Context: an optimization exercise on an open-source flow, tuned for small area, a short achievable clock period and few clock cycles. The choices shown serve that exercise and are no tape-out recipe. RTL that was checked went through simulation tests only; none was proved equivalent to the original. No functional check of the RTL was part of run 3. Power is estimated from default activity; no workload was simulated.

==> flow/design.v <==
`default_nettype none
module length_prefixed_request_deframer (
  input  logic        clk,
  input  logic        rst_n,
  input  logic        in_tvalid,
  output logic        in_tready,
  input  logic [7:0]  in_tdata,
  input  logic        in_tuser,
  output logic        out_tvalid,
  input  logic        out_tready,
  output logic [31:0] out_tdata,
  output logic        out_tuser,
  output logic        out_tlast,
  input  logic        cfg_psel,
  input  logic        cfg_penable,
  input  logic        cfg_pwrite,
  input  logic [2:0]  cfg_paddr,
  input  logic [31:0] cfg_pwdata,
  output logic [31:0] cfg_prdata,
  output logic        cfg_pready
);
  localparam logic [2:0] PH_LEN  = 3'd0;
  localparam logic [2:0] PH_CNT  = 3'd1;
  localparam logic [2:0] PH_ALEN = 3'd2;
  localparam logic [2:0] PH_DATA = 3'd3;
  localparam logic [2:0] PH_FAIL = 3'd4;
  localparam logic [2:0] ST_OK       = 3'd0;
  localparam logic [2:0] ST_TOO_LONG = 3'd1;
  localparam logic [2:0] ST_TOO_MANY = 3'd2;
  localparam logic [2:0] ST_OVERRUN  = 3'd3;
  localparam logic [2:0] ST_TRAILING = 3'd4;
  logic [31:0] max_msg_r;
  logic [20:0] max_args_r;
  logic        cfg_wr;
  assign cfg_pready = 1'b1;
  assign cfg_wr     = cfg_psel && cfg_penable && cfg_pwrite;
  always_ff @(posedge clk) begin
    if (!rst_n) begin
      max_msg_r  <= 32'd33554432;
      max_args_r <= 21'd200000;
    end else if (cfg_wr) begin
      if (cfg_paddr == 3'd0) max_msg_r  <= cfg_pwdata;
      if (cfg_paddr == 3'd4) max_args_r <= cfg_pwdata[20:0];
    end
  end
  always_comb begin
    case (cfg_paddr)
      3'd0:    cfg_prdata = max_msg_r;
      3'd4:    cfg_prdata = {11'd0, max_args_r};
      default: cfg_prdata = 32'd0;
    endcase
  end
  logic [2:0]  ph_r;
  logic [1:0]  pos_r;
  logic [31:0] body_r;      
  logic [20:0] args_r;      
  logic [31:0] abytes_r;    
  logic [19:0] cur_r;       
  logic        inc_r;       
  logic        valid_r;
  logic [2:0]  st_r;
  logic        aend_r, mend_r, has_r;
  logic [7:0]  pay_r;
  logic        in_acc;
  assign in_tready = !valid_r || out_tready;
  assign in_acc    = in_tvalid && in_tready;
  logic        is_len, is_cnt, is_alen, is_data, is_fail, fld, last;
  logic [31:0] body_dec, abytes_dec, opnd;
  logic [20:0] args_dec;
  logic [19:0] cur_inc;
  logic        b_zero, b_one, b_le4;
  logic        cnt_a0, a_one_alen, a_zero_data, ab_one, lo_gt, lo_zero, lo_short;
  logic        c_valid_cnt, c_valid_alen, c_valid_data;
  logic        c_end_cnt, c_fail_cnt, c_end_alen, c_fail_alen, c_end_data, c_fail_data;
  logic [2:0]  c_st_cnt, c_st_alen, c_st_data;
  always_comb begin
    is_len  = (ph_r == PH_LEN);
    is_cnt  = (ph_r == PH_CNT);
    is_alen = (ph_r == PH_ALEN);
    is_data = (ph_r == PH_DATA);
    is_fail = ph_r[2];
    fld     = is_len || is_cnt || is_alen;
    last    = (pos_r == 2'd3);
    body_dec   = body_r - 32'd1;
    abytes_dec = abytes_r - 32'd1;
    args_dec   = args_r - 21'd1;
    cur_inc    = cur_r + 20'd1;
    b_zero  = (body_r == 32'd0);
    b_one   = (body_r == 32'd1);
    b_le4   = !b_zero && (body_r[31:3] == 29'd0) && (body_r[2:0] <= 3'd4);
    cnt_a0      = (abytes_r[20:0] == 21'd0);    
    a_one_alen  = (args_r == 21'd1);            
    a_zero_data = (args_r == 21'd0);            
    ab_one      = (abytes_r == 32'd1);
    lo_zero  = (abytes_r[23:0] == 24'd0);
    lo_short = (abytes_r[23:2] == 22'd0);
    opnd  = is_len ? max_msg_r : (is_cnt ? {11'd0, max_args_r} : body_r);
    lo_gt = ({abytes_r[23:0], 1'b1} > {opnd[23:0], !is_alen});
    c_end_cnt   = cnt_a0 && b_one;
    c_fail_cnt  = (cnt_a0 && !b_one) || (!cnt_a0 && b_le4);
    c_valid_cnt = c_end_cnt || c_fail_cnt;
    c_st_cnt    = (cnt_a0 && !b_one) ? ST_TRAILING : ((!cnt_a0 && b_le4) ? ST_OVERRUN : ST_OK);
    c_end_alen   = a_one_alen && b_one;
    c_fail_alen  = (a_one_alen && !b_one) || (!a_one_alen && b_le4);
    c_valid_alen = c_end_alen || c_fail_alen;
    c_st_alen    = (a_one_alen && !b_one) ? ST_TRAILING : ((!a_one_alen && b_le4) ? ST_OVERRUN : ST_OK);
    c_end_data   = a_zero_data && b_one;
    c_fail_data  = (a_zero_data && !b_one) || (!a_zero_data && b_le4);
    c_valid_data = c_end_data || c_fail_data;
    c_st_data    = (a_zero_data && !b_one) ? ST_TRAILING : ((!a_zero_data && b_le4) ? ST_OVERRUN : ST_OK);
  end
  logic        hi_gt, hi_eq, v_gt, in_zero, v_zero, v_short;
  logic [2:0]  ph_nxt;
  logic        res_valid, res_aend, res_mend, res_has, aend;
  logic [2:0]  res_st;
  always_comb begin
    hi_gt   = (in_tdata > opnd[31:24]);
    hi_eq   = (in_tdata == opnd[31:24]);
    v_gt    = hi_gt || (hi_eq && lo_gt);
    in_zero = (in_tdata == 8'd0);
    v_zero  = in_zero && lo_zero;
    v_short = in_zero && lo_short;
    ph_nxt    = ph_r;
    res_valid = 1'b0;
    res_aend  = 1'b0;
    res_mend  = 1'b0;
    res_has   = 1'b0;
    res_st    = ST_OK;
    aend      = 1'b0;
    case (ph_r)
      PH_LEN: if (last) begin
        res_mend = 1'b1;
        if (v_gt) begin
          ph_nxt = PH_FAIL; res_valid = 1'b1; res_st = ST_TOO_LONG;
        end else if (v_short) begin
          ph_nxt = PH_FAIL; res_valid = 1'b1; res_st = ST_OVERRUN;
        end else begin
          ph_nxt = PH_CNT;
        end
      end
      PH_CNT: if (last) begin
        res_mend = 1'b1;
        if (v_gt) begin
          ph_nxt = PH_FAIL; res_valid = 1'b1; res_st = ST_TOO_MANY;
        end else begin
          res_valid = c_valid_cnt;
          res_st    = c_st_cnt;
          ph_nxt    = c_end_cnt ? PH_LEN : (c_fail_cnt ? PH_FAIL : PH_ALEN);
        end
      end
      PH_ALEN: if (last) begin
        if (v_gt && !b_zero) begin
          ph_nxt = PH_FAIL; res_valid = 1'b1; res_mend = 1'b1; res_st = ST_OVERRUN;
        end else if (v_zero) begin
          aend      = 1'b1;
          res_valid = 1'b1;
          res_aend  = 1'b1;
          res_mend  = c_valid_alen;
          res_st    = c_st_alen;
          ph_nxt    = c_end_alen ? PH_LEN : (c_fail_alen ? PH_FAIL : PH_ALEN);
        end else begin
          ph_nxt = PH_DATA;
        end
      end
      PH_DATA: begin
        res_valid = 1'b1;
        res_has   = 1'b1;
        if (ab_one) begin
          aend     = 1'b1;
          res_aend = 1'b1;
          res_mend = c_valid_data;
          res_st   = c_st_data;
          ph_nxt   = c_end_data ? PH_LEN : (c_fail_data ? PH_FAIL : PH_ALEN);
        end
      end
      default: ;
    endcase
    if (in_tuser) begin
      ph_nxt    = PH_LEN;
      res_valid = 1'b0;
      res_has   = 1'b0;
      aend      = 1'b0;
    end
  end
  always_ff @(posedge clk) begin
    if (!rst_n) begin
      ph_r  <= PH_LEN;
      pos_r <= 2'd0;
    end else if (in_acc) begin
      ph_r  <= ph_nxt;
      pos_r <= in_tuser ? 2'd1 : (fld ? pos_r + 2'd1 : pos_r);
    end
  end
  always_ff @(posedge clk) begin
    if (in_acc) begin
      if (is_len) begin
        if (last) body_r <= {in_tdata, abytes_r[23:0]};
      end else if (!is_fail) begin
        body_r <= body_dec;
      end
      if (in_tuser || (fld && pos_r == 2'd0)) abytes_r[7:0] <= in_tdata;
      else if (is_data)                       abytes_r[7:0] <= abytes_dec[7:0];
      if (!in_tuser) begin
        if (fld) begin
          if (pos_r == 2'd1) abytes_r[15:8]  <= in_tdata;
          if (pos_r == 2'd2) abytes_r[23:16] <= in_tdata;
          if (pos_r == 2'd3) abytes_r[31:24] <= in_tdata;
        end else if (is_data) begin
          abytes_r[31:8] <= abytes_dec[31:8];
        end
      end
      if (last && is_cnt)  args_r <= abytes_r[20:0];
      if (last && is_alen) args_r <= args_dec;
      if (in_tuser || is_len || is_cnt) cur_r <= 20'd0;
      else if (inc_r)                   cur_r <= cur_inc;
      inc_r <= aend;
    end
  end
  always_ff @(posedge clk) begin
    if (in_tready) begin
      st_r   <= res_st;
      aend_r <= res_aend;
      mend_r <= res_mend;
      has_r  <= res_has;
      pay_r  <= res_has ? in_tdata : 8'd0;
    end
  end
  always_ff @(posedge clk) begin
    if (!rst_n)      valid_r <= 1'b0;
    else if (in_acc) valid_r <= res_valid;
    else if (out_tready) valid_r <= 1'b0;
  end
  assign out_tvalid = valid_r;
  assign out_tdata  = {st_r, aend_r, cur_r, pay_r};
  assign out_tuser  = has_r;
  assign out_tlast  = mend_r;
endmodule
`default_nettype wire
==> flow/flow/run.sh <==
#!/bin/bash
# Standard layout, with the port buffers made from the smallest buffer
# (the resizer upsizes those on critical paths).
cp standard.sh standard.sh.txt
export BUFFER_PORTS_ARGS="-buffer_cell sky130_fd_sc_hd__buf_1"
bash standard.sh > standard.log 2>&1
==> flow/standard.sh <==
#!/bin/bash
# synth_recipe.tcl (not shown) runs the flow's synth.tcl, then flattens the netlist and writes it again
# the make line also repeats each setting of config.mk as NAME=value (left out here)
make -C /OpenROAD-flow-scripts/flow DESIGN_CONFIG=/design/flow/config.mk WORK_HOME=/design/flow/orfs CLKGATE_MAP_FILE= SYNTH_SCRIPT=/design/flow/synth_recipe.tcl "${@:-finish}"
==> flow/config.mk <==
export PLATFORM = sky130hd
export DESIGN_NAME = length_prefixed_request_deframer
export DESIGN_NICKNAME = length_prefixed_request_deframer
export VERILOG_FILES = /design/flow/design.v
export SDC_FILE = /design/flow/constraint.sdc
export NUM_CORES = 4
export LEC_CHECK = 0
export CAP_MARGIN = 20
export CORE_MARGIN = 2
export CORE_UTILIZATION = 65
export SETUP_SLACK_MARGIN = 3.8
export SLEW_MARGIN = 20
==> flow/constraint.sdc <==
create_clock -name core_clock -period 7.0 [get_ports {clk}]
set_input_delay 1.4000 -clock core_clock [delete_from_list [all_inputs] [get_ports {clk}]]
set_output_delay 1.4000 -clock core_clock [all_outputs]
set_load 0.01 [all_outputs]
==> key figures, run 1 <==
Global route
  – First-pass GRT wire length: 48530 um
  – Grt total ovfl: 0
  – Vias in the first global route: 9182
  – Largest net degree at the start of global routing: 61
  – Gr usage total: 35.11%
  – Initial antenna violation count: 0

Critical path
  – Critical path peak fanout: 8
  – Critical Path AT: 2.25 ns
  – Sum of buffers and inverters on the critical path: 4
  – CP Depth: 6
  – Cell family with most CP delay: buffers and inverters
  – Crit path largest cell delay: 0.20 ns
  – CP endpoint kind: output pin
  – Reg2Reg Depth: 17
  – Slowest CP cell: nor3_4
  – Worst Path Required: 5.60 ns
  – Crit start category: input pin
  – Critical setup path kind: in -> out
  – Critical-path cell list: buf_12 -> nor3_4 -> buf_6 -> buf_16 -> a22o_1 -> buf_2

Finish
  – # diodes: 0
  – Layout Nets: 1431
  – Layout cell share with drive strength beyond 1: 15.72%
  – Filler cells: 1070
  – Area growth, synth to finish: 21.62%
  – Post-route core utilization: 79.94%
  – Design area: 0.01312 mm2

Power
  – PwrDens: 182.8 mW/mm2
  – Leak: 4.642 nW
  – Power, Total: 2.397 mW
  – VDD IR-drop max: 177.5 uV

Timing
  – Ratio of final minimum period to clock period: 52.14%
  – Relative slew slack: 32.91%
  – Max-slew violations: 0
  – Worst Skew: 0.01250 ns
  – Setup Viol. Count Final: 0
  – Tmin final: 3.650 ns
  – TNS Setup: 0 ns
  – Worst-Margin Slew: 1.003 ns
  – Final hold vios: 0
  – Unrepaired setup endpoints after global routing: yes
  – Fmax: 274.0 MHz
  – Fin Hold WS: 0.4934 ns

Synthesis
  – Ys async rst share: 0%
  – Synth Flop Type: edfxtp_1
  – Sequential area share after synthesis: 44.37%
  – Yosys reg bits: 179
  – Mapped cell area: 0.01078 mm2
  – Unique masters post-synth: 69
  – Number of synthesized flops with an enable pin: 120
  – Ys Warns: 1
  – Mean Syn Cell Area: 8.994 um2
  – Syn Inst Count: 1199

Placed design
  – Area after DPL: 0.01140 mm2
  – IO buf count: 118
  – Post-DP HPWL: 19860 um
  – Gpl congestion: 0.9861

Die
  – Die area: 0.01764 mm2
  – Initial Utilization: 65.73%
  – Row count: 47
  – Width of the die: 132.8 um
  – Chip height: 132.8 um
  – Core area: 0.01641 mm2
  – Io pins: 120

Drt
  – First-iteration detailed-routing DRC count: 1183
  – First-pass DRT Iterations: 6
  – Post-DRT Antenna Nets: 0
  – Via count: 9995
  – Routed WL: 32020 um
  – Routed vias/inst: 6.370
  – WL/cell: 20.41 um
  – Drt drc: 0

Clock network
  – CTS Root Buffer Type: clkbuf_16
  – Clock tree from TritonCTS: built
  – TritonCTS Buffers: 17
  – # clock sinks: 179
  – Reg clk slew, reported paths: 0.07 ns
  – CTS H-Tree Depth: 4
  – Clock Path Buffers: 2
  – Hold buffer count at CTS: 0
  – Clk latency of the worst-skew pair: 0.45 ns

Worst hold path
  – HP Class: reg -> reg
  – Hold path depth: 2

Status
  – Status: finished clean

Flow run
  – Number of max-cap violations: 0
==> power breakdown <==
part	switching, mW	internal (mW)
Clock	0.460	0.609
Combinational	0.0977	0.0692
Sequential	0.0228	1.14
==> timing repair <==
| item | CTS | global route |
|---|---|---|
| buffers inserted | 38 | 14 |
| resized for setup | 112 | 23 |
| gates cloned | 6 | 2 |
| pin swaps | 34 | 21 |
| endpoints found under the setup margin | 117 | 63 |
==> through the flow <==
| step | setup WS [ns] | cells |
|---|---|---|
| detailed placement | 2.714 | 1477 |
| CTS | 3.354 | 1553 |
| finish | 3.350 | 1569 |
| global placement | 2.778 | 1477 |
| global route | 3.287 | 1569 |
| floorplan | 3.554 | 1199 |
==> flip-flops by register name, summed over array words and instances (netlist names) <==
| signal | count |
|---|---|
| body_r | 32 |
| pos_r | 2 |
| ph_r | 3 |
| cur_r | 20 |
| valid_r | 1 |
| max_msg_r | 32 |
| aend_r | 1 |
| max_args_r | 21 |
| abytes_r | 32 |
| args_r | 21 |
| st_r | 3 |
| inc_r | 1 |
| has_r | 1 |
| pay_r | 8 |
| mend_r | 1 |
==> metal layers <==
layer | wire length, um | share of wire, % | up-vias | global-route usage (%)
li1 | - | - | 4601 | -
met1 | 13030 | 41 | 4670 | 46.47
met2 | 14720 | 46 | 600 | 54.69
met3 | 2787 | 8.7 | 124 | 7.854
met4 | 1478 | 4.6 | 0 | 17.56
met5 | 0 | 0 | - | 0
==> cells in the mapped netlist (all sizes together), types with 4 or more instances <==
cell type  number  area (um2)
nand2         207       777.0
nor2          121       456.7
edfxtp        120        3603
a21oi          74       374.1
clkbuf         63       236.5
o21ai          63       315.3
dfxtp          59        1181
a21boi         47       352.8
xnor2          47       411.6
ha             44       550.5
xor2           38       332.8
nor3           32       160.2
nand3          31       160.1
nor4           27       211.5
a22o           22       192.7
mux2i          20       200.2
and2           19       118.9
inv            19       71.32
nand4          19       118.9
or3            15       103.9
or4            13       105.1
a31oi          12       75.07
a22oi          11       82.58
and3            6       37.54
nand2b          6       37.54
o211ai          6       50.05
or2             6       37.54
and4            5       43.79
nor3b           5       37.54
buf             4       30.02
nor2b           4       25.02
==> placed cells by master (no fill, tap or decap), types with 5 or more instances in the layout <==
cell        netlist  layout
nor2_1          120     116
nor3_4            0       5
buf_2             0      27
a21oi_1          73      60
and3_1            6       6
nand4_1          19      19
or4_1            11      11
a31oi_1          12      11
a22oi_1          11      11
dfxtp_1          59      56
mux2i_1          20      19
a22o_1           22      22
clkinvlp_4        0       5
nand2b_1          6       5
xnor2_1          47      47
buf_6             1      20
nor2_4            0       5
clkbuf_16         0      18
or3_1            13      13
nor4_1           23      20
a21oi_2           1      14
ha_1             44      43
edfxtp_1        120     120
buf_12            0       8
nor3_1           32      27
and2_4            0       6
o211ai_1          5       5
and2_1           18      12
a21boi_0         47      47
nand3_1          30      28
xor2_1           38      38
buf_1             1      80
buf_4             2      40
o21ai_0          62      58
nand2_1         207     205
inv_1            19      17
==> worst min-delay path: stages, from the launching register on <==
cell and delay, ns:
dfxtp_1 0.33, nand2_1 0.05, a21boi_0 0.06
==> logic make-up (layout without fill, tap and decap cells) <==
group | Yosys count | in the layout | share of synthesized area [%]
buffers and inverters | 87 | 234 | 3.167
adder cells (fa/ha/maj) | 44 | 44 | 5.105
multiplexers | 20 | 20 | 1.856
XOR/XNOR | 85 | 85 | 6.903
AO/OA/AOI/OAI | 257 | 257 | 15.13
AND/OR/NAND/NOR | 526 | 529 | 23.44
other | 1 | 1 | 0.03477
flip-flops | 179 | 179 | 44.37
==> path summary, 6_finish.rpt <==
kind | startpoint | endpoint | slack [ns]
max | cfg_paddr[2] | cfg_prdata[1] | 3.35
min | max_msg_r[0]$_SDFFE_PN0P_ | max_msg_r[0]$_SDFFE_PN0P_ | 0.49
max reg2reg | ph_r[1]$_SDFFE_PN0P_ | st_r[1]$_DFFE_PN_ | 3.49
min reg2reg | max_msg_r[0]$_SDFFE_PN0P_ | max_msg_r[0]$_SDFFE_PN0P_ | 0.49
==> final cells by class <==
class,count,area (um2),area share (%)
tap,220,275.3,2.099
sequential,179,4796,36.57
inverter,20,86.33,0.6583
multi-input combinational,936,6041,46.06
clock buffer,17,425.4,3.244
clock inverter,15,222.7,1.698
timing repair buffer,182,1269,9.674
Testbench counts, summed over its fixed seeds: cycles 400,378.
==> run 2, diff against run 1 <==
--- a/flow/config.mk
+++ b/flow/config.mk
@@ -8,5 +8,5 @@
 export CAP_MARGIN = 20
 export CORE_MARGIN = 2
 export CORE_UTILIZATION = 65
-export SETUP_SLACK_MARGIN = 3.8
+export SETUP_SLACK_MARGIN = 3.4
 export SLEW_MARGIN = 20
==> key figures, run 2 <==
Critical path
  – Setup crit start: cfg_paddr[0]
  – Critical-path cell list: buf_12 -> nor3b_4 -> buf_6 -> buf_4 -> a22o_1 -> buf_2
  – Worst Path Required: 5.60 ns (about the same)
  – Crit start category: input pin
  – CP endpoint kind: output pin
  – Crit path largest cell delay: 0.28 ns (+0.08 ns)
  – Reg2Reg Depth: 16 (-1)
  – Critical Path AT: 2.34 ns (+0.09 ns)
  – Critical path peak fanout: 3 (-5)
  – Crit Reg-Reg Startpoint: ph_r[1]$_SDFFE_PN0P_
  – Slowest CP cell: nor3b_4
  – Critical setup path kind: in -> out

Global route
  – Initial antenna violation count: 0 (unchanged)
  – Largest net degree at the start of global routing: 111 (+82%)
  – First-pass GRT wire length: 47100 um (-3.0%)
  – Grt total ovfl: 0 (unchanged)
  – Gr usage total: 34.04% (-1.1 points)
  – Vias in the first global route: 8883 (-3.3%)

Die
  – Width of the die: 132.8 um (unchanged)
  – Core area: 0.01641 mm2 (unchanged)
  – Die area: 0.01764 mm2 (unchanged)
  – Io pins: 120 (unchanged)
  – Initial Utilization: 65.73% (unchanged)
  – Chip height: 132.8 um (unchanged)
  – Row count: 47 (unchanged)

Placed design
  – Post-DP HPWL: 20280 um (+2.1%)
  – IO buf count: 118 (unchanged)
  – Gpl congestion: 0.9548 (-3.2%)

Finish
  – Filler cells: 1168 (+9.2%)
  – Commonest non-fill, non-tap cell in the layout: nand2_1
  – Regs by FF count: abytes_r x32, body_r x32, max_msg_r x32
  – Area growth, synth to finish: 17.24%
  – Multi-input logic area: 0.005819 mm2 (-3.7%)
  – Most frequent cells in the layout: nand2_1 (207), edfxtp_1 (120), nor2_1 (118)
  – Layout Nets: 1417 (-0.98%)
  – Sequential cell area: 0.004796 mm2 (unchanged)
  – Layout cell share with drive strength beyond 1: 12.36% (-3.4 points)

Drt
  – First-iteration detailed-routing DRC count: 1035 (-13%)
  – Post-DRT Antenna Nets: 0 (unchanged)
  – Drt drc: 0 (unchanged)
  – Via count: 9775 (-2.2%)
  – First-pass DRT Iterations: 6 (unchanged)
  – WL/cell: 19.88 um (-2.6%)
  – Routed vias/inst: 6.282 (-1.4%)
  – Routed WL: 30930 um (-3.4%)

Synthesis
  – Mean Syn Cell Area: 8.994 um2 (unchanged)
  – Top cells by area, synth: edfxtp_1 (33%), dfxtp_1 (11%), nand2_1 (7.2%)
  – Syn Inst Count: 1199 (unchanged)
  – Commonest cells post-synth: nand2_1 (207), edfxtp_1 (120), nor2_1 (120)
  – Yosys reg bits: 179 (unchanged)
  – Number of synthesized flops with an enable pin: 120 (unchanged)
  – Cell taking the most area after synthesis: edfxtp_1
  – Ys async rst share: 0% (unchanged)
  – Mapped cell area: 0.01078 mm2 (unchanged)
  – Synth Flop Type: edfxtp_1
  – Count leader, synth: nand2_1
  – Synth top area share: 33.41% (unchanged)
  – Unique masters post-synth: 69 (unchanged)
  – Sequential area share after synthesis: 44.37% (unchanged)
  – Ys Warns: 1 (unchanged)

Power
  – VDD IR-drop max: 148.5 uV (-16%)
  – Leak: 4.463 nW (-3.9%)
  – PwrDens: 179.3 mW/mm2 (-1.9%)

Worst hold path
  – Hold Startpoint: max_args_r[15]$_SDFFE_PN0P_
  – HP Class: reg -> reg
  – Hold path depth: 2 (unchanged)

Timing
  – Ratio of final minimum period to clock period: 53.49% (+1.3 points)
  – Worst Skew: 0.01095 ns (-0.001552 ns)
  – Max-slew violations: 0 (unchanged)
  – Fin Hold WS: 0.4941 ns (+0.0006960 ns)
  – Fmax: 267.1 MHz (-2.5%)
  – Unrepaired setup endpoints after global routing: yes
  – Worst-Margin Slew: 1.032 ns (+0.02854 ns)
  – Tmin final: 3.744 ns (+0.09423 ns)
  – Setup Viol. Count Final: 0 (unchanged)
  – Final hold vios: 0 (unchanged)
  – Relative slew slack: 31.00% (-1.9 points)
  – TNS Setup: 0 ns (unchanged)

Clock network
  – CTS Root Buffer Type: clkbuf_16
  – Clock Path Buffers: 2 (unchanged)
  – Clock tree from TritonCTS: built
  – Reg clk slew, reported paths: 0.07 ns (about the same)
  – TritonCTS Buffers: 17 (unchanged)
  – Clk latency of the worst-skew pair: 0.44 ns (about the same)
  – # clock sinks: 179 (unchanged)
  – CTS H-Tree Depth: 4 (unchanged)

Status
  – Status: finished clean

Flow run
  – Number of max-cap violations: 0 (unchanged)
run 2: cell families (layout without fill, tap and decap cells):
logic type	Yosys count	count (layout)	share of synthesized area [%]
adders and majority gates	44	44	5.105
xor gates and xnor gates	85	85	6.903
AOI/OAI and AO/OA	257	257	15.13
buffers and inverters	87	222	3.167
DFF	179	179	44.37
and+or+nand+nor	526	527	23.44
muxes	20	20	1.856
other	1	2	0.03477
run 2: report_power, final:
part | internal [mW] | total [mW] | switching [mW]
clock | 0.527 | 0.952 | 0.425
sequential | 1.14 | 1.16 | 0.0218
combinational | 0.0627 | 0.155 | 0.0919
total | 1.73 | 2.27 | 0.538
run 2: layout make-up:
class	count	area share [%]
antenna	1	0.01979
clock buffer	20	3.454
clock inverter	12	1.029
inverter	20	0.6235
multi-input combinational	934	46.03
sequential	179	37.93
tap	220	2.177
timing repair buffer	170	8.738
run 2: metrics by stage:
| stage | total power, mW | util, % | instance area (um2) | setup slack [ns] | std cells |
|---|---|---|---|---|---|
| after global routing | 2.319 | 77.05 | 12640 | 3.170 | 1555 |
| after global placement | 1.311 | 69.33 | 11370 | 2.667 | 1483 |
| final | 2.267 | 77.06 | 12640 | 3.256 | 1556 |
| after CTS | 2.253 | 75.01 | 12310 | 3.271 | 1534 |
| after floorplan | 1.260 | - | 10810 | 3.100 | 1199 |
| after detailed placement | 1.315 | 69.33 | 11370 | 2.665 | 1483 |
run 2: path summary, 6_finish.rpt:
| path | to | slack, ns |
|---|---|---|
| max | cfg_prdata[19] | 3.26 |
| min | max_args_r[15]$_SDFFE_PN0P_ | 0.49 |
| max reg2reg | ph_r[2]$_SDFFE_PN0P_ | 3.34 |
| min reg2reg | max_args_r[15]$_SDFFE_PN0P_ | 0.49 |
run 2: metal layers:
layer | share of wire [%] | up-vias | track usage, %
met5 | 0 | - | 0
met4 | 3.6 | 0 | 11.95
met3 | 8.4 | 83 | 5.019
met2 | 47 | 549 | 55.76
met1 | 41 | 4577 | 46.53
li1 | - | 4566 | -
run 2: timing repair:
action,CTS,global route
gates cloned,4,3
endpoints found under the hold margin,0,0
endpoints found under the setup margin,44,40
pin swaps,10,19
resized for setup,73,41
hold buffers,0,0
setup buffers,15,18
run 2: critical path, delay by kind of cell:
kind | cells | cell delay (ns)
buffers and inverters | 4 | 0.51
AO/OA/AOI/OAI | 1 | 0.14
AND/OR/NAND/NOR | 1 | 0.28
==> run 3, diff against run 2 <==
--- a/flow/design.v
+++ b/flow/design.v
@@ -1,3 +1,13 @@
+`default_nettype none
+module lprd_back (
+  input  logic [2:0] addr,
+  input  logic [3:0] max_msg,
+  input  logic [3:0] max_args,
+  output logic [3:0] rdata
+);
+  assign rdata = (addr == 3'd0) ? max_msg : ((addr == 3'd4) ? max_args : 4'd0);
+endmodule
+`default_nettype wire
 `default_nettype none
 module length_prefixed_request_deframer (
   input  logic        clk,
@@ -43,12 +53,15 @@
       if (cfg_paddr == 3'd4) max_args_r <= cfg_pwdata[20:0];
     end
   end
-  always_comb begin
-    case (cfg_paddr)
-      3'd0:    cfg_prdata = max_msg_r;
-      3'd4:    cfg_prdata = {11'd0, max_args_r};
-      default: cfg_prdata = 32'd0;
-    endcase
+  logic [31:0] rd_args;
+  assign rd_args = {11'd0, max_args_r};
+  for (genvar g = 0; g < 8; g++) begin : g_rd
+    lprd_back u_rd (
+      .addr     (cfg_paddr),
+      .max_msg  (max_msg_r[4*g +: 4]),
+      .max_args (rd_args[4*g +: 4]),
+      .rdata    (cfg_prdata[4*g +: 4])
+    );
   end
   logic [2:0]  ph_r;
   logic [1:0]  pos_r;
--- a/flow/config.mk
+++ b/flow/config.mk
@@ -8,5 +8,6 @@
 export CAP_MARGIN = 20
 export CORE_MARGIN = 2
 export CORE_UTILIZATION = 65
-export SETUP_SLACK_MARGIN = 3.4
+export SETUP_SLACK_MARGIN = 3.6
 export SLEW_MARGIN = 20
+export SYNTH_HIERARCHICAL = 1
==> key figures, run 3 <==
Status
  – Status: finished clean

Global route
  – Largest net degree at the start of global routing: 61 (-45%)
  – Initial antenna violation count: 0 (unchanged)
  – Gr usage total: 32.92% (-1.1 points)
  – Grt total ovfl: 0 (unchanged)
  – Met1 Track Usage GR: 45.42% (-1.1 points)
  – GR Util met3: 4.573% (-0.45 points)
  – First-pass GRT wire length: 46490 um (-1.3%)
  – Vias in the first global route: 8939 (+0.63%)
  – Gr busiest metal: met2
  – GR Util met2: 50.85% (-4.9 points)

Critical path
  – Crit start category: input pin
  – Setup crit start: cfg_paddr[2]
  – Worst Path Required: 5.60 ns (about the same)
  – Register-to-register setup slack: 3.54 ns (+0.20 ns)
  – Crit Reg-Reg Startpoint: ph_r[2]$_SDFFE_PN0P_
  – Critical setup path kind: in -> out
  – CP endpoint kind: output pin
  – Reg2Reg Depth: 15 (-1)
  – Critical Path AT: 2.28 ns (-0.06 ns)
  – Critical path peak fanout: 4 (+1)
  – Reg-to-Reg End: st_r[0]$_DFFE_PN_

Die
  – Row count: 47 (unchanged)
  – Chip height: 133.9 um (+0.85%)
  – Die area: 0.01794 mm2 (+1.7%)
  – Core area: 0.01652 mm2 (+0.72%)
  – Width of the die: 133.9 um (+0.85%)
  – Initial Utilization: 66.41% (+0.68 points)
  – Io pins: 120 (unchanged)

Finish
  – Commonest non-fill, non-tap cell in the layout: nand2_1
  – Layout Nets: 1472 (+3.9%)
  – # diodes: 0 (-1)
  – Layout cell share with drive strength beyond 1: 13.09% (+0.73 points)
  – Regs by FF count: abytes_r x32, body_r x32, max_msg_r x32
  – Design area: 0.01303 mm2 (+3.1%)
  – Area growth, synth to finish: 18.74%
  – Most frequent cells in the layout: nand2_1 (232), edfxtp_1 (120), nor2_1 (88)

Timing
  – Setup Viol. Count Final: 0 (unchanged)
  – Worst Skew: 0.01094 ns (-0.0000009000 ns)
  – Tmin final: 3.678 ns (-0.06619 ns)
  – Max-slew violations: 0 (unchanged)
  – Final setup margin: 3.322 ns (+0.06619 ns)
  – Fmax: 271.9 MHz (+1.8%)
  – Worst-Margin Slew: 1.035 ns (+0.003551 ns)
  – TNS Setup: 0 ns (unchanged)
  – Ratio of final minimum period to clock period: 52.54% (-0.95 points)
  – Fin Hold WS: 0.4862 ns (-0.007932 ns)
  – Final hold vios: 0 (unchanged)
  – Relative slew slack: 30.97% (-0.032 points)
  – Unrepaired setup endpoints after global routing: yes

Worst hold path
  – HP Class: reg -> reg
  – Hold Crit Endpoint: max_args_r[18]$_SDFFE_PN0P_
  – Hold path depth: 2 (unchanged)
  – Hold Startpoint: max_args_r[18]$_SDFFE_PN0P_

Clock network
  – CTS Root Buffer Type: clkbuf_16
  – CTS H-Tree Depth: 4 (unchanged)
  – Hold buffer count at CTS: 0 (unchanged)
  – Clock tree from TritonCTS: built
  – Clk latency of the worst-skew pair: 0.44 ns (about the same)
  – TritonCTS Buffers: 17 (unchanged)
  – Reg clk slew, reported paths: 0.07 ns (about the same)
  – Clock Path Buffers: 2 (unchanged)
  – # clock sinks: 179 (unchanged)

Placed design
  – Gpl congestion: 0.9332 (-2.3%)
  – IO buf count: 118 (unchanged)
  – Area after DPL: 0.01164 mm2 (+2.3%)
  – Dpl ws: 2.345 ns (-0.3203 ns)
  – Post-DP HPWL: 20240 um (-0.21%)

Power
  – Power, Total: 2.348 mW (+3.6%)
  – PwrDens: 180.2 mW/mm2 (+0.48%)
  – Share of total power in the clock network: 43.0% (+1.0 points)
  – Leak: 4.726 nW (+5.9%)
  – Internal: 1.781 mW (+3.0%)
  – VDD IR-drop max: 170.4 uV (+15%)
  – Flop pwr share: 49.4% (-1.8 points)
  – Comb pwr share: 7.5% (+0.7 points)
  – Net Sw Frac: 24.13% (+0.39 points)
  – Switching pwr: 0.5666 mW (+5.2%)

Synthesis
  – Commonest cells post-synth: nand2_1 (237), edfxtp_1 (120), a21oi_1 (91)
  – Yosys reg bits: 179 (unchanged)
  – Cell taking the most area after synthesis: edfxtp_1
  – Mapped cell area: 0.01097 mm2 (+1.8%)
  – Ys async rst share: 0% (unchanged)
  – Mean Syn Cell Area: 8.865 um2 (-1.4%)
  – Sequential area share after synthesis: 43.60% (-0.77 points)
  – Unique masters post-synth: 67 (-2.9%)
  – Ys Warns: 7 (+6)
  – Top cells by area, synth: edfxtp_1 (33%), dfxtp_1 (11%), nand2_1 (8.1%)
  – Syn Inst Count: 1238 (+3.3%)
  – Count leader, synth: nand2_1
  – Synth top area share: 32.84% (-0.58 points)
  – Synth Flop Type: edfxtp_1
  – Number of synthesized flops with an enable pin: 120 (unchanged)

Drt
  – Routed vias/inst: 6.202 (-1.3%)
  – Via count: 9985 (+2.1%)
  – WL/cell: 19.21 um (-3.4%)
  – First-pass DRT Iterations: 7 (+1)
  – First-iteration detailed-routing DRC count: 1386 (+34%)
  – Post-DRT Antenna Nets: 0 (unchanged)
  – Drt drc: 0 (unchanged)
  – Routed WL: 30920 um (about the same)

Flow run
  – Number of max-cap violations: 0 (unchanged)
[run 3: cell types whose count changed after synthesis, sizes merged, moves of 6 or more]
cell,previous run,this run
a31oi,12,5
and2,19,12
nand2b,6,12
nand4,19,11
a21boi,47,53
nor2,121,89
mux2i,20,33
a21oi,74,91
a22o,22,1
nand2,207,238
nor3,32,68
nand3,31,24
[run 3: metal layers]
metal	up-vias	wire length, um
met1	4627	12840
met3	103	2640
met2	548	14100
li1	4707	-
met4	0	1337
met5	-	0
[run 3: worst max-delay path by stage]
stage | to | slack (ns) | depth (start not counted)
6_report | cfg_prdata[14] | 3.32 | 6
5_1_grt | cfg_prdata[28] | 3.28 | 6
4_1_cts | cfg_prdata[30] | 3.35 | 6
3_5_place_dp | ph_r[2]$_SDFFE_PN0P_ | 2.34 | 11
3_3_place_gp | ph_r[2]$_SDFFE_PN0P_ | 2.45 | 11
2_1_floorplan | mend_r$_DFFE_PN_ | 3.61 | 17
[run 3: cells by family (layout without fill, tap and decap cells)]
family | Yosys count | after routing | synth area share [%]
AO/OA/AOI/OAI | 260 | 261 | 14.53
XOR/XNOR | 88 | 88 | 7.023
adder cells (fa/ha/maj) | 44 | 44 | 5.017
buffers and inverters | 87 | 225 | 3.135
flip-flops | 179 | 179 | 43.60
multiplexers | 34 | 34 | 3.113
other | 2 | 12 | 0.06843
AND/OR/NAND/NOR | 544 | 547 | 23.52
[run 3: what timing repair did]
item / CTS / global route
buffers inserted: 16 / 22
setup endpoints to repair: 43 / 42
resized for setup: 69 / 30
pin swaps: 16 / 34
cloned: 6 / 3
[run 3: Yosys stat by module (local to each module, per instance)]
module | cells | cell area [um2] | flip-flops and latches
lprd_back | 9 | 65.06 | 0
length_prefixed_request_deframer | 1166 | 10450 | 179
[run 3: per-stage QoR]
stage	cells	utilization (%)
after global routing	1610	78.86
after global placement	1531	70.42
final	1610	78.86
after floorplan	1248	-
after detailed placement	1531	70.42
after CTS	1585	76.66
[run 3: cell type report]
type	count	area, um2
Multi-Input combinational cell	986	6150
Inverter	16	60.06
Timing Repair Buffer	177	1147
Sequential cell	179	4796
Clock buffer	19	432.9
Tap cell	220	275.3
Fill cell	1155	3493
Clock inverter	13	170.2
[run 3: power by group through the flow]
stage               Sequential (mW)  Combinational, mW  Clock, mW
finish                         1.16              0.177       1.01
global route                   1.16              0.191       1.04
CTS                            1.16              0.164       1.01
detailed placement             1.18              0.149          0
global placement               1.18              0.145          0
floorplan                      1.18             0.0931          0
[run 3: critical path, stage by stage]
cell	delay, ns
clkbuf_16	0.14
buf_12	0.13
clkbuf_16	0.15
mux2i_1	0.12
nor3_1	0.16
buf_2	0.17
==> run 4, diff against run 3 <==
--- a/flow/design.v
+++ b/flow/design.v
@@ -29,11 +29,11 @@
   output logic [31:0] cfg_prdata,
   output logic        cfg_pready
 );
-  localparam logic [2:0] PH_LEN  = 3'd0;
-  localparam logic [2:0] PH_CNT  = 3'd1;
-  localparam logic [2:0] PH_ALEN = 3'd2;
-  localparam logic [2:0] PH_DATA = 3'd3;
-  localparam logic [2:0] PH_FAIL = 3'd4;
+  localparam logic [4:0] PH_LEN  = 5'b00001;
+  localparam logic [4:0] PH_CNT  = 5'b00010;
+  localparam logic [4:0] PH_ALEN = 5'b00100;
+  localparam logic [4:0] PH_DATA = 5'b01000;
+  localparam logic [4:0] PH_FAIL = 5'b10000;
   localparam logic [2:0] ST_OK       = 3'd0;
   localparam logic [2:0] ST_TOO_LONG = 3'd1;
   localparam logic [2:0] ST_TOO_MANY = 3'd2;
@@ -63,7 +63,7 @@
       .rdata    (cfg_prdata[4*g +: 4])
     );
   end
-  logic [2:0]  ph_r;
+  logic [4:0]  ph_r;
   logic [1:0]  pos_r;
   logic [31:0] body_r;      
   logic [20:0] args_r;      
@@ -87,11 +87,11 @@
   logic        c_end_cnt, c_fail_cnt, c_end_alen, c_fail_alen, c_end_data, c_fail_data;
   logic [2:0]  c_st_cnt, c_st_alen, c_st_data;
   always_comb begin
-    is_len  = (ph_r == PH_LEN);
-    is_cnt  = (ph_r == PH_CNT);
-    is_alen = (ph_r == PH_ALEN);
-    is_data = (ph_r == PH_DATA);
-    is_fail = ph_r[2];
+    is_len  = ph_r[0];
+    is_cnt  = ph_r[1];
+    is_alen = ph_r[2];
+    is_data = ph_r[3];
+    is_fail = ph_r[4];
     fld     = is_len || is_cnt || is_alen;
     last    = (pos_r == 2'd3);
     body_dec   = body_r - 32'd1;
@@ -123,7 +123,7 @@
     c_st_data    = (a_zero_data && !b_one) ? ST_TRAILING : ((!a_zero_data && b_le4) ? ST_OVERRUN : ST_OK);
   end
   logic        hi_gt, hi_eq, v_gt, in_zero, v_zero, v_short;
-  logic [2:0]  ph_nxt;
+  logic [4:0]  ph_nxt;
   logic        res_valid, res_aend, res_mend, res_has, aend;
   logic [2:0]  res_st;
   always_comb begin
@@ -140,8 +140,8 @@
     res_has   = 1'b0;
     res_st    = ST_OK;
     aend      = 1'b0;
-    case (ph_r)
-      PH_LEN: if (last) begin
+    case (1'b1)
+      is_len: if (last) begin
         res_mend = 1'b1;
         if (v_gt) begin
           ph_nxt = PH_FAIL; res_valid = 1'b1; res_st = ST_TOO_LONG;
@@ -151,7 +151,7 @@
           ph_nxt = PH_CNT;
         end
       end
-      PH_CNT: if (last) begin
+      is_cnt: if (last) begin
         res_mend = 1'b1;
         if (v_gt) begin
           ph_nxt = PH_FAIL; res_valid = 1'b1; res_st = ST_TOO_MANY;
@@ -161,7 +161,7 @@
           ph_nxt    = c_end_cnt ? PH_LEN : (c_fail_cnt ? PH_FAIL : PH_ALEN);
         end
       end
-      PH_ALEN: if (last) begin
+      is_alen: if (last) begin
         if (v_gt && !b_zero) begin
           ph_nxt = PH_FAIL; res_valid = 1'b1; res_mend = 1'b1; res_st = ST_OVERRUN;
         end else if (v_zero) begin
@@ -175,7 +175,7 @@
           ph_nxt = PH_DATA;
         end
       end
-      PH_DATA: begin
+      is_data: begin
         res_valid = 1'b1;
         res_has   = 1'b1;
         if (ab_one) begin
==> key figures, run 4 <==
Status
  – Status: finished clean

Synthesis
  – Ys async rst share: 0% (unchanged)
  – Number of synthesized flops with an enable pin: 120 (unchanged)
  – Mux contribution to synthesized area: 4.925% (+1.8 points)
  – Synth Area in Simple Gates: 22.77% (-0.76 points)
  – Sequential area share after synthesis: 43.96% (+0.36 points)
  – Synth top area share: 32.83% (about the same)
  – Mean Syn Cell Area: 8.844 um2 (-0.23%)
  – Cell taking the most area after synthesis: edfxtp_1
  – Mapped cell area: 0.01098 mm2 (about the same)
  – Synth Flop Type: edfxtp_1
  – Syn Inst Count: 1241 (+0.24%)
  – Unique masters post-synth: 67 (unchanged)
  – Count leader, synth: nand2_1
  – Dominant combinational cell family by area after synthesis: simple AND/OR/NAND/NOR gates
  – Top cells by area, synth: edfxtp_1 (33%), dfxtp_1 (11%), nand2_1 (7.1%)
  – Ys Warns: 7 (unchanged)
  – Compound-Gate Fraction of Synth Area: 13.09% (-1.4 points)
  – Post-Synth XOR/XNOR Area: 6.863% (-0.16 points)
  – Commonest cells post-synth: nand2_1 (208), a21oi_1 (127), edfxtp_1 (120)
  – Post-synthesis adder-cell area fraction: 5.016% (about the same)
  – Yosys reg bits: 181 (+1.1%)

Critical path
  – Reg-to-Reg End: ph_r[4]$_SDFFE_PN0P_
  – CP Capture Point: cfg_prdata[8]
  – Crit start category: input pin
  – Slowest CP cell: nor3_4
  – Critical-path cell list: buf_12 -> clkbuf_16 -> nor3_4 -> buf_2
  – Critical path peak fanout: 6 (+2)
  – Crit Reg-Reg Startpoint: ph_r[1]$_SDFFE_PN0P_
  – Crit path largest cell delay: 0.20 ns (+0.03 ns)
  – Setup crit start: cfg_paddr[0]
  – Reg2Reg Depth: 12 (-3)
  – Register-to-register setup slack: 3.67 ns (+0.13 ns)
  – Worst Path Required: 5.60 ns (about the same)
  – Critical setup path kind: in -> out
  – Critical Path AT: 2.08 ns (-0.20 ns)
  – CP endpoint kind: output pin

Clock network
  – # clock sinks: 181 (+1.1%)
  – Hold buffer count at CTS: 0 (unchanged)
  – CTS Root Buffer Type: clkbuf_16
  – TritonCTS Buffers: 17 (unchanged)
  – Reg clk slew, reported paths: 0.07 ns (about the same)
  – Clock Path Buffers: 2 (unchanged)
  – Clock tree from TritonCTS: built
  – CTS H-Tree Depth: 4 (unchanged)
  – Clk latency of the worst-skew pair: 0.45 ns (about the same)

Timing
  – Unrepaired setup endpoints after global routing: yes
  – Relative slew slack: 37.71% (+6.7 points)
  – Setup Viol. Count Final: 0 (unchanged)
  – Worst-Margin Slew: 0.9344 ns (-0.1011 ns)
  – Final hold vios: 0 (unchanged)
  – Fmax: 287.7 MHz (+5.8%)
  – Ratio of final minimum period to clock period: 49.65% (-2.9 points)
  – Worst Skew: 0.01224 ns (+0.001300 ns)
  – Max-slew violations: 0 (unchanged)
  – Fin Hold WS: 0.4877 ns (+0.001484 ns)
  – TNS Setup: 0 ns (unchanged)
  – Tmin final: 3.475 ns (-0.2026 ns)

Global route
  – Met1 Track Usage GR: 47.84% (+2.4 points)
  – Vias in the first global route: 9229 (+3.2%)
  – First-pass GRT wire length: 49220 um (+5.9%)
  – Initial antenna violation count: 0 (unchanged)
  – GR Util met3: 5.896% (+1.3 points)
  – Gr usage total: 35.26% (+2.3 points)
  – Gr busiest metal: met2
  – Grt total ovfl: 0 (unchanged)
  – Largest net degree at the start of global routing: 82 (+34%)
  – GR Util met2: 55.38% (+4.5 points)

Power
  – VDD IR-drop max: 174.7 uV (+2.5%)
  – Power, Total: 2.361 mW (+0.56%)
  – PwrDens: 179.5 mW/mm2 (-0.35%)
  – Leak: 4.528 nW (-4.2%)

Die
  – Width of the die: 133.9 um (about the same)
  – Initial Utilization: 66.42% (about the same)
  – Chip height: 133.9 um (about the same)
  – Row count: 47 (unchanged)
  – Io pins: 120 (unchanged)
  – Die area: 0.01794 mm2 (about the same)
  – Core area: 0.01652 mm2 (unchanged)

Placed design
  – IO buf count: 118 (unchanged)
  – Post-DP HPWL: 20600 um (+1.8%)
  – Gpl congestion: 0.9546 (+2.3%)
  – Placed cells: 1538 (+0.46%)

Finish
  – Most frequent cells in the layout: nand2_1 (208), a21oi_1 (121), edfxtp_1 (120)
  – Layout Nets: 1456 (-1.1%)
  – Layout cell share with drive strength beyond 1: 13.90% (+0.81 points)
  – Final cell count without fillers: 1594 (-0.99%)
  – Area growth, synth to finish: 19.81%
  – Commonest non-fill, non-tap cell in the layout: nand2_1
  – # diodes: 0 (unchanged)
  – Regs by FF count: abytes_r x32, body_r x32, max_msg_r x32

Drt
  – First-pass DRT Iterations: 5 (-2)
  – First-iteration detailed-routing DRC count: 1101 (-21%)
  – Via count: 10320 (+3.3%)
  – Post-DRT Antenna Nets: 0 (unchanged)
  – Routed vias/inst: 6.473 (+4.4%)
  – Routed WL: 33880 um (+9.6%)
  – Drt drc: 0 (unchanged)
  – WL/cell: 21.25 um (+11%)

Flow run
  – Number of max-cap violations: 0 (unchanged)

Worst hold path
  – HP Class: reg -> reg
==> run 4: timing repair <==
action                                  in CTS  in global routing
setup buffers                                5                  3
gates cloned                                 7                  9
endpoints found under the setup margin      73                 40
gates resized for setup                     87                 62
pin swaps                                    0                 16
==> run 4: report_power, final <==
| group | internal, mW | leakage (nW) | switching, mW |
|---|---|---|---|
| logic | 0.0870 | 2.60 | 0.132 |
| registers | 1.15 | 1.65 | 0.0254 |
| clock network | 0.502 | 0.278 | 0.460 |
==> run 4: worst min path at each step <==
stage               cells past startpoint                  startpoint  slack (ns)                    endpoint
floorplan                               2  max_args_r[0]$_SDFFE_PN0P_        0.45  max_args_r[0]$_SDFFE_PN0P_
global placement                        2  max_args_r[2]$_SDFFE_PN0P_        0.47  max_args_r[2]$_SDFFE_PN0P_
detailed placement                      2  max_msg_r[20]$_SDFFE_PN0P_        0.47  max_msg_r[20]$_SDFFE_PN0P_
CTS                                     2  max_msg_r[13]$_SDFFE_PN0P_        0.48  max_msg_r[13]$_SDFFE_PN0P_
global route                            2  max_args_r[9]$_SDFFE_PN0P_        0.51  max_args_r[9]$_SDFFE_PN0P_
finish                                  2  max_args_r[9]$_SDFFE_PN0P_        0.49  max_args_r[9]$_SDFFE_PN0P_
==> run 4: per-layer routing <==
layer	wire, um	vias up
li1	-	4693
met4	1672	0
met1	13290	4875
met2	15770	646
met5	0	-
met3	3154	104
==> run 4: modules after synthesis (local to each module, per instance) <==
module                            flops+latches  area [um2]  cells inside
lprd_back                                     0       65.06             9
length_prefixed_request_deframer            181       10460          1169
==> run 4: area by class of cell <==
class | instances | area (um2)
clock buffers | 18 | 429.2
clock inverters | 14 | 145.1
fillers | 1111 | 3374
inverters | 21 | 78.83
multi-input cells | 982 | 6250
flip-flops and latches | 181 | 4830
well taps | 220 | 275.3
repair buffers | 158 | 1142
==> run 4: logic make-up (layout without fill, tap and decap cells) <==
| logic type | Yosys count | count (layout) |
|---|---|---|
| flops | 181 | 181 |
| simple gates | 535 | 535 |
| compound gates | 251 | 251 |
| other cells | 2 | 12 |
| xor+xnor | 86 | 86 |
| mux | 54 | 54 |
| fa+ha+maj | 44 | 44 |
| buf+inv | 88 | 211 |
==> run 4: metrics by stage <==
stage	instance area, um2	setup slack, ns	util (%)
finish	13150	3.525	79.58
global route	13150	3.511	79.58
CTS	12680	3.579	76.72
detailed placement	11610	2.826	70.24
global placement	11610	2.834	70.24
floorplan	11040	3.613	-
==> run 4: critical path, delay by kind of cell <==
kind,cells,cell delay [ns]
buf+inv,3,0.48
simple gates,1,0.20
Testbench counts of run 4, summed over its fixed seeds: cycles 400,378.
==> run 5, diff against run 4 <==
--- a/flow/config.mk
+++ b/flow/config.mk
@@ -8,6 +8,8 @@
 export CAP_MARGIN = 20
 export CORE_MARGIN = 2
 export CORE_UTILIZATION = 65
+export CTS_CLUSTER_DIAMETER = 100
+export CTS_CLUSTER_SIZE = 40
 export SETUP_SLACK_MARGIN = 3.6
 export SLEW_MARGIN = 20
 export SYNTH_HIERARCHICAL = 1
==> key figures, run 5 <==
Synthesis
  – Unique masters post-synth: 67 (unchanged)
  – Commonest cells post-synth: nand2_1 (208), a21oi_1 (127), edfxtp_1 (120)
  – Sequential area share after synthesis: 43.96% (unchanged)
  – Syn Inst Count: 1241 (unchanged)
  – Synth top area share: 32.83% (unchanged)
  – Mean Syn Cell Area: 8.844 um2 (unchanged)
  – Ys async rst share: 0% (unchanged)
  – Mapped cell area: 0.01098 mm2 (unchanged)
  – Count leader, synth: nand2_1
  – Number of synthesized flops with an enable pin: 120 (unchanged)
  – Ys Warns: 7 (unchanged)
  – Top cells by area, synth: edfxtp_1 (33%), dfxtp_1 (11%), nand2_1 (7.1%)
  – Yosys reg bits: 181 (unchanged)
  – Cell taking the most area after synthesis: edfxtp_1
  – Synth Flop Type: edfxtp_1

Timing
  – Max-slew violations: 0 (unchanged)
  – TNS Setup: 0 ns (unchanged)
  – Fin Hold WS: 0.4877 ns (unchanged)
  – Worst Skew: 0.01224 ns (unchanged)
  – Final setup margin: 3.525 ns (unchanged)
  – Final hold vios: 0 (unchanged)
  – Fmax: 287.7 MHz (unchanged)
  – Ratio of final minimum period to clock period: 49.65% (unchanged)
  – Worst-Margin Slew: 0.9344 ns (unchanged)
  – Relative slew slack: 37.71% (unchanged)
  – Setup Viol. Count Final: 0 (unchanged)
  – Unrepaired setup endpoints after global routing: yes
  – Tmin final: 3.475 ns (unchanged)

Finish
  – # diodes: 0 (unchanged)
  – Post-route core utilization: 79.58% (unchanged)
  – Area growth, synth to finish: 19.81% (unchanged)
  – Layout Nets: 1456 (unchanged)
  – Design area: 0.01315 mm2 (unchanged)
  – Regs by FF count: abytes_r x32, body_r x32, max_msg_r x32
  – Most frequent cells in the layout: nand2_1 (208), a21oi_1 (121), edfxtp_1 (120)
  – Layout cell share with drive strength beyond 1: 13.90% (unchanged)
  – Commonest non-fill, non-tap cell in the layout: nand2_1

Placed design
  – Post-DP HPWL: 20600 um (unchanged)
  – Gpl congestion: 0.9546 (unchanged)
  – Dpl ws: 2.826 ns (unchanged)
  – Area after DPL: 0.01161 mm2 (unchanged)
  – IO buf count: 118 (unchanged)

Clock network
  – CTS H-Tree Depth: 4 (unchanged)
  – # clock sinks: 181 (unchanged)
  – TritonCTS Buffers: 17 (unchanged)
  – Hold buffer count at CTS: 0 (unchanged)
  – Clk latency of the worst-skew pair: 0.45 ns (about the same)
  – CTS Root Buffer Type: clkbuf_16
  – Clock tree from TritonCTS: built
  – Clock Path Buffers: 2 (unchanged)
  – Reg clk slew, reported paths: 0.07 ns (about the same)

Power
  – Share of total power in the clock network: 40.8% (about the same)
  – VDD IR-drop max: 174.7 uV (unchanged)
  – Internal: 1.743 mW (unchanged)
  – Net Sw Frac: 26.18% (unchanged)
  – PwrDens: 179.5 mW/mm2 (unchanged)
  – Flop pwr share: 50.0% (about the same)
  – Comb pwr share: 9.3% (about the same)
  – Switching pwr: 0.6182 mW (unchanged)
  – Leak: 4.528 nW (unchanged)

Die
  – Die area: 0.01794 mm2 (unchanged)
  – Initial Utilization: 66.42% (unchanged)
  – Chip height: 133.9 um (unchanged)
  – Core area: 0.01652 mm2 (unchanged)
  – Row count: 47 (unchanged)
  – Width of the die: 133.9 um (unchanged)
  – Io pins: 120 (unchanged)

Critical path
  – Worst Path Required: 5.60 ns (about the same)
  – Critical setup path kind: in -> out
  – Crit path largest cell delay: 0.20 ns (about the same)
  – Crit start category: input pin
  – Critical Path AT: 2.08 ns (about the same)
  – CP endpoint kind: output pin
  – Critical path peak fanout: 6 (unchanged)
  – Slowest CP cell: nor3_4
  – Critical-path cell list: buf_12 -> clkbuf_16 -> nor3_4 -> buf_2
  – Crit Reg-Reg Startpoint: ph_r[1]$_SDFFE_PN0P_
  – Setup crit start: cfg_paddr[0]

Drt
  – Routed vias/inst: 6.473 (unchanged)
  – First-pass DRT Iterations: 5 (unchanged)
  – Drt drc: 0 (unchanged)
  – M1 WL: 13290 um (unchanged)
  – Routed WL: 33880 um (unchanged)
  – WL met3: 3154 um (unchanged)
  – DR top layer: met4
  – WL/cell: 21.25 um (unchanged)
  – Via count: 10320 (unchanged)
  – Wire length on met2: 15770 um (unchanged)
  – First-iteration detailed-routing DRC count: 1101 (unchanged)
  – Post-DRT Antenna Nets: 0 (unchanged)

Worst hold path
  – HP Class: reg -> reg
  – Hold Startpoint: max_args_r[9]$_SDFFE_PN0P_

Global route
  – Largest net degree at the start of global routing: 82 (unchanged)
  – Vias in the first global route: 9229 (unchanged)
  – Grt total ovfl: 0 (unchanged)
  – Gr usage total: 35.26% (unchanged)
  – First-pass GRT wire length: 49220 um (unchanged)
  – Initial antenna violation count: 0 (unchanged)

Status
  – Status: finished clean

Flow run
  – Number of max-cap violations: 0 (unchanged)
==> run 5: cell counts in the layout (fill, tap and decap cells not counted) <==
Identical to the previous run, type by type.
==> run 5: worst max-delay path: cells and delay by family <==
family	cells	cell delay (ns)
AND/OR/NAND/NOR	1	0.20
buffers and inverters	3	0.48
==> run 5: final cells by class <==
| type | instances | area (um2) |
|---|---|---|
| clock buffer | 18 | 429.2 |
| clock inverter | 14 | 145.1 |
| timing repair buffer | 158 | 1142 |
| sequential | 181 | 4830 |
| fill | 1111 | 3374 |
| multi-input combinational | 982 | 6250 |
| inverter | 21 | 78.83 |
| tap | 220 | 275.3 |
==> run 5: what timing repair did <==
| action | in CTS | in global routing |
|---|---|---|
| buffers inserted | 5 | 3 |
| gates cloned | 7 | 9 |
| setup endpoints to repair | 73 | 40 |
| pin swaps | 0 | 16 |
| resized for setup | 87 | 62 |
==> run 5: kinds of logic (layout without fill, tap and decap cells) <==
logic type	count (synthesis)	after routing	share of synthesized area, %
and+or+nand+nor	535	535	22.77
AOI/OAI and AO/OA	251	251	13.09
DFF	181	181	43.96
buffers and inverters	88	211	3.317
xor gates and xnor gates	86	86	6.863
muxes	54	54	4.925
adders and majority gates	44	44	5.016
other	2	12	0.06842
==> run 5: final timing paths <==
| path | depth (start not counted) | slack [ns] | to |
|---|---|---|---|
| min | 2 | 0.49 | max_args_r[9]$_SDFFE_PN0P_ |
| max reg2reg | 12 | 3.67 | ph_r[4]$_SDFFE_PN0P_ |
| max | 4 | 3.52 | cfg_prdata[8] |
| min reg2reg | 2 | 0.49 | max_args_r[9]$_SDFFE_PN0P_ |
==> run 5: Yosys stat by module, one instance, submodules excluded <==
module,times used,cells,flip-flops and latches
lprd_back,8,9,0
length_prefixed_request_deframer,1,1169,181
==> run 5: layer usage <==
layer | vias up | GRT usage, %
met5 | - | 0
met4 | 0 | 16.96
met3 | 104 | 5.896
met2 | 646 | 55.38
met1 | 4875 | 47.84
li1 | 4693 | -
==> run 5: power by group through the flow <==
stage                     registers (mW)  clock network (mW)  logic, mW
final                               1.18               0.962      0.219
after global routing                1.18               0.998      0.236
after CTS                           1.18               0.960      0.187
after detailed placement            1.20                   0      0.162
after global placement              1.20                   0      0.156
after floorplan                     1.20                   0      0.102
==> run 5: through the flow <==
step	power [mW]	std cells
6_report	2.361	1594
5_1_grt	2.414	1594
4_1_cts	2.324	1582
3_5_place_dp	1.363	1538
3_3_place_gp	1.358	1538
2_1_floorplan	1.297	1251
==> run 6, diff against run 5 <==
--- a/flow/config.mk
+++ b/flow/config.mk
@@ -8,8 +8,9 @@
 export CAP_MARGIN = 20
 export CORE_MARGIN = 2
 export CORE_UTILIZATION = 65
-export CTS_CLUSTER_DIAMETER = 100
-export CTS_CLUSTER_SIZE = 40
+export CTS_BUF_LIST = sky130_fd_sc_hd__clkbuf_8
+export CTS_CLUSTER_DIAMETER = 60
+export CTS_CLUSTER_SIZE = 30
 export SETUP_SLACK_MARGIN = 3.6
 export SLEW_MARGIN = 20
 export SYNTH_HIERARCHICAL = 1
==> key figures, run 6 <==
Synthesis
  – Yosys reg bits: 181 (unchanged)
  – Top cells by area, synth: edfxtp_1 (33%), dfxtp_1 (11%), nand2_1 (7.1%)
  – Mapped cell area: 0.01098 mm2 (unchanged)
  – Commonest cells post-synth: nand2_1 (208), a21oi_1 (127), edfxtp_1 (120)
  – Ys async rst share: 0% (unchanged)
  – Count leader, synth: nand2_1
  – Synth top area share: 32.83% (unchanged)
  – Unique masters post-synth: 67 (unchanged)
  – Synth Flop Type: edfxtp_1
  – Syn Inst Count: 1241 (unchanged)
  – Number of synthesized flops with an enable pin: 120 (unchanged)
  – Mean Syn Cell Area: 8.844 um2 (unchanged)
  – Sequential area share after synthesis: 43.96% (unchanged)
  – Ys Warns: 7 (unchanged)
  – Cell taking the most area after synthesis: edfxtp_1

Global route
  – Grt total ovfl: 0 (unchanged)
  – Gr usage total: 34.61% (-0.65 points)
  – Initial antenna violation count: 0 (unchanged)
  – Vias in the first global route: 9128 (-1.1%)
  – Largest net degree at the start of global routing: 82 (unchanged)
  – First-pass GRT wire length: 48620 um (-1.2%)

Drt
  – Wire length on met2: 15460 um (-1.9%)
  – First-iteration detailed-routing DRC count: 1068 (-3.0%)
  – Routed vias/inst: 6.390 (-1.3%)
  – Routed WL: 32970 um (-2.7%)
  – Post-DRT Antenna Nets: 0 (unchanged)
  – Drt drc: 0 (unchanged)
  – DR top layer: met4
  – WL met3: 3112 um (-1.3%)
  – Via count: 10180 (-1.3%)
  – M1 WL: 12920 um (-2.7%)
  – First-pass DRT Iterations: 6 (+1)
  – WL/cell: 20.69 um (-2.6%)

Worst hold path
  – HP Class: reg -> reg
  – Hold Startpoint: max_msg_r[13]$_SDFFE_PN0P_

Timing
  – Worst-Margin Slew: 0.9352 ns (+0.0007884 ns)
  – Fin Hold WS: 0.4913 ns (+0.003634 ns)
  – TNS Setup: 0 ns (unchanged)
  – Setup Viol. Count Final: 0 (unchanged)
  – Fmax: 290.1 MHz (+0.84%)
  – Final setup margin: 3.553 ns (+0.02882 ns)
  – Final hold vios: 0 (unchanged)
  – Worst Skew: 0.01360 ns (+0.001361 ns)
  – Max-slew violations: 0 (unchanged)
  – Relative slew slack: 37.65% (-0.053 points)
  – Tmin final: 3.447 ns (-0.02882 ns)
  – Unrepaired setup endpoints after global routing: yes
  – Ratio of final minimum period to clock period: 49.24% (-0.41 points)

Clock network
  – CTS Root Buffer Type: clkbuf_8
  – # clock sinks: 181 (unchanged)
  – Clock Path Buffers: 2 (unchanged)
  – Reg clk slew, reported paths: 0.09 ns (+0.02 ns)
  – TritonCTS Buffers: 17 (unchanged)
  – Clock tree from TritonCTS: built
  – Clk latency of the worst-skew pair: 0.48 ns (+0.03 ns)
  – CTS H-Tree Depth: 4 (unchanged)

Placed design
  – Placed cells: 1538 (unchanged)
  – Area after DPL: 0.01161 mm2 (unchanged)
  – IO buf count: 118 (unchanged)
  – Post-DP HPWL: 20600 um (unchanged)
  – Dpl ws: 2.826 ns (unchanged)
  – Gpl congestion: 0.9546 (unchanged)

Finish
  – Commonest non-fill, non-tap cell in the layout: nand2_1
  – Post-route core utilization: 78.26% (-1.3 points)
  – Layout Nets: 1455 (-0.069%)
  – Final cell count without fillers: 1593 (-0.063%)
  – Regs by FF count: abytes_r x32, body_r x32, max_msg_r x32
  – Layout cell share with drive strength beyond 1: 13.62% (-0.28 points)
  – Area growth, synth to finish: 17.83%
  – Design area: 0.01293 mm2 (-1.7%)
  – # diodes: 0 (unchanged)
  – Most frequent cells in the layout: nand2_1 (208), a21oi_1 (123), edfxtp_1 (120)

Critical path
  – Setup crit start: cfg_paddr[2]
  – Register-to-register setup slack: 3.63 ns (-0.04 ns)
  – Worst Path Required: 5.60 ns (about the same)
  – Cell family with most CP delay: buffers and inverters
  – Critical Path AT: 2.05 ns (-0.03 ns)
  – Critical-path cell list: buf_6 -> mux2i_1 -> nor3_2 -> buf_2
  – Crit start category: input pin
  – Sum of buffers and inverters on the critical path: 2 (-1)
  – Slowest CP cell: nor3_2
  – Critical setup path kind: in -> out
  – Crit Reg-Reg Startpoint: body_r[17]$_DFFE_PP_
  – CP endpoint kind: output pin
  – Critical path peak fanout: 7 (+1)
  – Crit path largest cell delay: 0.22 ns (+0.02 ns)

Die
  – Core area: 0.01652 mm2 (unchanged)
  – Chip height: 133.9 um (unchanged)
  – Initial Utilization: 66.42% (unchanged)
  – Width of the die: 133.9 um (unchanged)
  – Row count: 47 (unchanged)
  – Io pins: 120 (unchanged)
  – Die area: 0.01794 mm2 (unchanged)

Power
  – Power, Total: 2.114 mW (-10%)
  – PwrDens: 163.5 mW/mm2 (-9.0%)
  – VDD IR-drop max: 161.2 uV (-7.7%)
  – Leak: 4.433 nW (-2.1%)

Status
  – Status: finished clean

Flow run
  – Number of max-cap violations: 0 (unchanged)
-- run 6: changes by cell type in the layout (fill, tap and decap cells not counted), moves of 2 or more --
cell and delta:
a21oi_1 +2, clkbuf_8 +17, clkbuf_16 -18, nor3_4 +3, nor3_2 -4
-- run 6: modules after synthesis (local to each module, per instance) --
module                            area, um2  cells inside
lprd_back                             65.06             9
length_prefixed_request_deframer      10460          1169
-- run 6: routing by layer --
metal	GRT usage, %	vias up
li1	-	4691
met5	0	-
met4	15.66	0
met3	5.933	99
met1	46.89	4769
met2	54.81	621
-- run 6: repair_timing --
action,4_1_cts,5_1_grt
buffers inserted,3,5
gates cloned,7,8
endpoints found under the setup margin,73,45
hold buffers,0,0
pin swaps,0,16
resized for setup,84,63
-- run 6: report_power, final --
group | switching [mW] | internal, mW
registers | 0.0253 | 1.15
logic | 0.129 | 0.0848
clock network | 0.430 | 0.291
total | 0.584 | 1.53
-- run 6: cells by family (layout without fill, tap and decap cells) --
family                     after synthesis  count (layout)  synth area share (%)
AOI/OAI and AO/OA                      251             251                 13.09
xor gates and xnor gates                86              86                 6.863
adders and majority gates               44              44                 5.016
buffers and inverters                   88             210                 3.317
DFF                                    181             181                 43.96
muxes                                   54              54                 4.925
other                                    2              12               0.06842
and+or+nand+nor                        535             535                 22.77
-- run 6: path summary, 6_finish.rpt --
kind / end / cells past startpoint
setup / recovery: cfg_prdata[14] / 4
hold / removal: max_msg_r[13]$_SDFFE_PN0P_ / 2
setup reg to reg: st_r[1]$_DFFE_PN_ / 8
hold reg to reg: max_msg_r[13]$_SDFFE_PN0P_ / 2
-- run 6: worst min-delay path, cell delays in order, from the launching register on --
cell,delay [ns]
dfxtp_1,0.34
nand2_1,0.06
a21oi_1,0.05
-- run 6: cell type report --
class	count	area, um2
Multi-Input combinational cell	982	6250
Sequential cell	181	4830
Fill cell	1139	3592
Timing Repair Buffer	157	1116
Tap cell	220	275.3
Clock buffer	17	234.0
Clock inverter	15	148.9
Inverter	21	78.83

==> port drivers added, routing unchanged <==
The flow's constraints put no driver on any port. The routed layouts listed below were extracted and timed again, unchanged, in two steps. Step 1 (the two cells are an assumption about what drives the block):
set clk [get_ports {clk}]
set_driving_cell -lib_cell sky130_fd_sc_hd__clkbuf_16 $clk
set_driving_cell -lib_cell sky130_fd_sc_hd__buf_2 [delete_from_list [all_inputs] $clk]
Step 2 also shifts input and output timing later by t, the mid clock arrival at the registers, as if the neighbouring blocks saw the same clock. a / b / c = ideal ports / drivers / drivers and shift; a / b = the first two.
run	t, ns	setup slack, ns	hold slack, ns	worst setup path after step 2	latest minus earliest clock arrival (ns)
run 1	0.492	3.350 / 3.303 / 3.044	0.493 / 0.493 / 0.493	input to register	0.013 / 0.012
run 2	0.483	3.256 / 3.209 / 2.924	0.494 / 0.494 / 0.494	input to register	0.011 / 0.011
run 3	0.482	3.322 / 3.283 / 3.283	0.486 / 0.486 / 0.486	input to output	0.012 / 0.012
run 4	0.492	3.525 / 3.256 / 3.198	0.488 / 0.488 / 0.488	input to register	0.014 / 0.014
run 5	0.492	3.525 / 3.256 / 3.198	0.488 / 0.488 / 0.488	input to register	0.014 / 0.014
run 6	0.518	3.553 / 3.245 / 3.225	0.491 / 0.491 / 0.491	input to register	0.013 / 0.013
After both steps every run listed still meets setup and hold. The setup slack of run 2, which loses most, moves by -0.047 ns with the drivers and by -0.332 ns with both steps.
